Context: an optimization exercise on an open-source flow, tuned for small area. The choices shown serve that exercise and are no tape-out recipe. Only simulation tests tie the RTL to the original design; equivalence was not proved. Power figures rest on the tool's default switching activity, not on a simulated workload.

## reg_file_mp
module reg_file_mp #(
    parameter int XLEN  = 32,
    parameter int NREGS = 32,
    parameter int NRD   = 2,
    parameter int NWR   = 2,
    parameter int AW    = $clog2(NREGS)
) (
    input  logic                clk,
    input  logic                rstn,
    input  logic [NWR-1:0]      wr_en,
    input  logic [NWR*AW-1:0]   wr_addr,
    input  logic [NWR*XLEN-1:0] wr_data,
    input  logic [NRD-1:0]      rd_en,
    input  logic [NRD*AW-1:0]   rd_addr,
    output logic [NRD*XLEN-1:0] rd_data,
    output logic [NRD-1:0]      rd_busy,
    input  logic                alloc_en,
    input  logic [AW-1:0]       alloc_addr,
    output logic [AW:0]         busy_cnt,
    input  logic                flush
);
    logic [NREGS-1:1] qt [XLEN];       
    logic [NREGS-1:1] valid;
    logic [NREGS-1:1] busy;
    logic [NREGS-1:1] sel1, sel0;      
    logic [NREGS-1:1] wr_hit;
    logic [NREGS-1:1] alloc_dec;
    logic [3:0]       wlo1, wlo0, alon;
    logic [7:0]       whi1, whi0, ahin;
    rf_predec u_wpd1 (.en(wr_en[1]), .a(wr_addr[AW +: AW]), .lo(wlo1), .hi(whi1));
    rf_predec u_wpd0 (.en(wr_en[0]), .a(wr_addr[0 +: AW]),  .lo(wlo0), .hi(whi0));
    rf_predec_n u_apd (.en(alloc_en), .a(alloc_addr),      .lon(alon), .hin(ahin));
    for (genvar r = 1; r < NREGS; r++) begin : g_reg
        logic [XLEN-1:0] qn;
        logic [XLEN-1:0] nxt;
        logic            v;
        logic            bsy;
        logic            v_nxt, bsy_nxt;
        rf_nor2 u_adec (.a(alon[r % 4]), .b(ahin[r / 4]), .y(alloc_dec[r]));
        rf_ctl u_ctl (.lo1(wlo1[r % 4]), .hi1(whi1[r / 4]), .lo0(wlo0[r % 4]), .hi0(whi0[r / 4]),
  ...
export LEC_CHECK = 0
export CAP_MARGIN = 20
export CORE_MARGIN = 2
export CORE_UTILIZATION = 50
export GPL_TIMING_DRIVEN = 0
export PLACE_DENSITY = 0.65
export SLEW_MARGIN = 20
export SYNTH_HIERARCHICAL = 1
create_clock -name core_clock -period 7.0 [get_ports {clk}]
standard.sh (not shown) runs the stock make flow with config.mk's settings and CLKGATE_MAP_FILE= SYNTH_SCRIPT=/design/flow/synth_recipe.tcl, a recipe that flattens the netlist after the stock synthesis.
==> flow/flow/run.sh <==
#!/bin/bash
# Standard synthesis, then every combinational cell swapped to its smallest
# drive strength, then the standard layout with ABC buffers removed, the port
# buffers of flow/ports.tcl and a clock tree of fewer, larger sink clusters
# without dummy loads. Each tool's output goes to its own log here.
set -euo pipefail
R=orfs/results/sky130hd/reg_file_mp/base
bash standard.sh synth > synth.log 2>&1
SYNTH_ODB=$R/1_synth.odb openroad -no_init -exit flow/downsize.tcl > downsize.log 2>&1
touch $R/1_synth.sdc
bash standard.sh REMOVE_ABC_BUFFERS=1 DONT_BUFFER_PORTS=1 \
  "PRE_GLOBAL_PLACE_TCL=$PWD/flow/ports.tcl" \
  'CTS_ARGS=-sink_clustering_enable -repair_clock_nets -dont_use_dummy_load -buf_list sky130_fd_sc_hd__clkbuf_16 -sink_clustering_size 24 -sink_clustering_max_diameter 100' \
  finish > layout.log 2>&1
Other scripts of this flow, unchanged in this note and not shown: flow/flow/downsize.tcl, flow/flow/ports.tcl
The first run finished clean.
Rerun with:
--- a/flow/flow/run.sh
+++ b/flow/flow/run.sh
@@ -13 +13 @@
-  'CTS_ARGS=-sink_clustering_enable -repair_clock_nets -dont_use_dummy_load -buf_list sky130_fd_sc_hd__clkbuf_16 -sink_clustering_size 24 -sink_clustering_max_diameter 100' \
+  'CTS_ARGS=-sink_clustering_enable -repair_clock_nets -dont_use_dummy_load -buf_list sky130_fd_sc_hd__clkbuf_8 -sink_clustering_size 15 -sink_clustering_max_diameter 100' \
Settings changed: CAP_MARGIN 20 to 10, SLEW_MARGIN 20 to 10.
- The new run went through all stages and came out clean
- wire length stays flat
- setup slack gets worse by 0.067 ns
- synthesized cell count does not change
- clock power decreases by a few percent
- combinational power hardly moves
- via count decreases slightly

---

reg_file_mp, a different RTL version from the one above (not shown whole).
Size: about 170 I/O pins, about 46000 sq um of cells after synthesis.
Design reg_file_mp, start of the top module:
module reg_file_mp #(
    parameter int XLEN  = 32,
    parameter int NREGS = 32,
    parameter int NRD   = 2,
    parameter int NWR   = 2,
    parameter int AW    = $clog2(NREGS)
) (
    input  logic                clk,
    input  logic                rstn,
    input  logic [NWR-1:0]      wr_en,
    input  logic [NWR*AW-1:0]   wr_addr,
    input  logic [NWR*XLEN-1:0] wr_data,
    input  logic [NRD-1:0]      rd_en,
    input  logic [NRD*AW-1:0]   rd_addr,
    output logic [NRD*XLEN-1:0] rd_data,
    output logic [NRD-1:0]      rd_busy,
    input  logic                alloc_en,
    input  logic [AW-1:0]       alloc_addr,
    output logic [AW:0]         busy_cnt,
    input  logic                flush
);
Settings: LEC_CHECK=0, CAP_MARGIN=20, CORE_MARGIN=2, CORE_UTILIZATION=50, GPL_TIMING_DRIVEN=0, PLACE_DENSITY=0.65, SLEW_MARGIN=20, SYNTH_HIERARCHICAL=1; clock period 7.0 ns.
==> flow/flow/run.sh <==
#!/bin/bash
# Standard synthesis, then every combinational cell swapped to its smallest
# drive strength, then the standard layout with ABC buffers removed, the port
# buffers of flow/ports.tcl and a clock tree of fewer, larger sink clusters
# without dummy loads. Each tool's output goes to its own log here.
set -euo pipefail
R=orfs/results/sky130hd/reg_file_mp/base
bash standard.sh synth > synth.log 2>&1
SYNTH_ODB=$R/1_synth.odb openroad -no_init -exit flow/downsize.tcl > downsize.log 2>&1
touch $R/1_synth.sdc
bash standard.sh REMOVE_ABC_BUFFERS=1 DONT_BUFFER_PORTS=1 \
  "PRE_GLOBAL_PLACE_TCL=$PWD/flow/ports.tcl" \
  'CTS_ARGS=-sink_clustering_enable -repair_clock_nets -dont_use_dummy_load -buf_list sky130_fd_sc_hd__clkbuf_8 -sink_clustering_size 15 -sink_clustering_max_diameter 100' \
  finish > layout.log 2>&1
Other scripts of this flow, unchanged in this note and not shown: flow/flow/downsize.tcl, flow/flow/ports.tcl
Then changed:
Settings changed: CAP_MARGIN 20 to 10, SLEW_MARGIN 20 to 10.
After rerunning: The changed run ran to the end with violations: capacitance limit, slew limit; combinational power is about the same; global-route usage barely changes; sequential cell count is unchanged; non-clock buffer count falls by 18.

afterwards: timing with drivers on the ports:
Ports are ideal in the flow. The routed layouts listed here were re-timed in OpenROAD. Step 1 (the two cells are an assumption about what drives the block):
set clk [get_ports {clk}]
set_driving_cell -lib_cell sky130_fd_sc_hd__clkbuf_16 $clk
set_driving_cell -lib_cell sky130_fd_sc_hd__buf_2 [delete_from_list [all_inputs] $clk]
Step 2, shift: input delay + t, output delay - t, t = (earliest + latest rising clock arrival at the registers) / 2. This alone moves slack from input paths to output paths. a / b / c = ideal ports / drivers / drivers and shift; a / b = the first two.
| run | t (ns) | setup WS [ns] | worst data-port slew with drivers (ns) |
|---|---|---|---|
| the first run of note 1 | 0.739 | 0.285 / 0.253 / 0.253 | 0.20 |
| the second run of note 1 | 0.836 | 0.219 / 0.184 / 0.184 | 0.22 |
| the first run of note 2 | 0.857 | 0.273 / 0.318 / -0.539 | 0.22 |
| the second run of note 2 | 0.854 | 0.336 / 0.379 / -0.475 | 0.20 |
For the first run of note 2, which loses most, drivers alone change the setup slack by +0.045 ns; drivers and shift together by -0.812 ns.
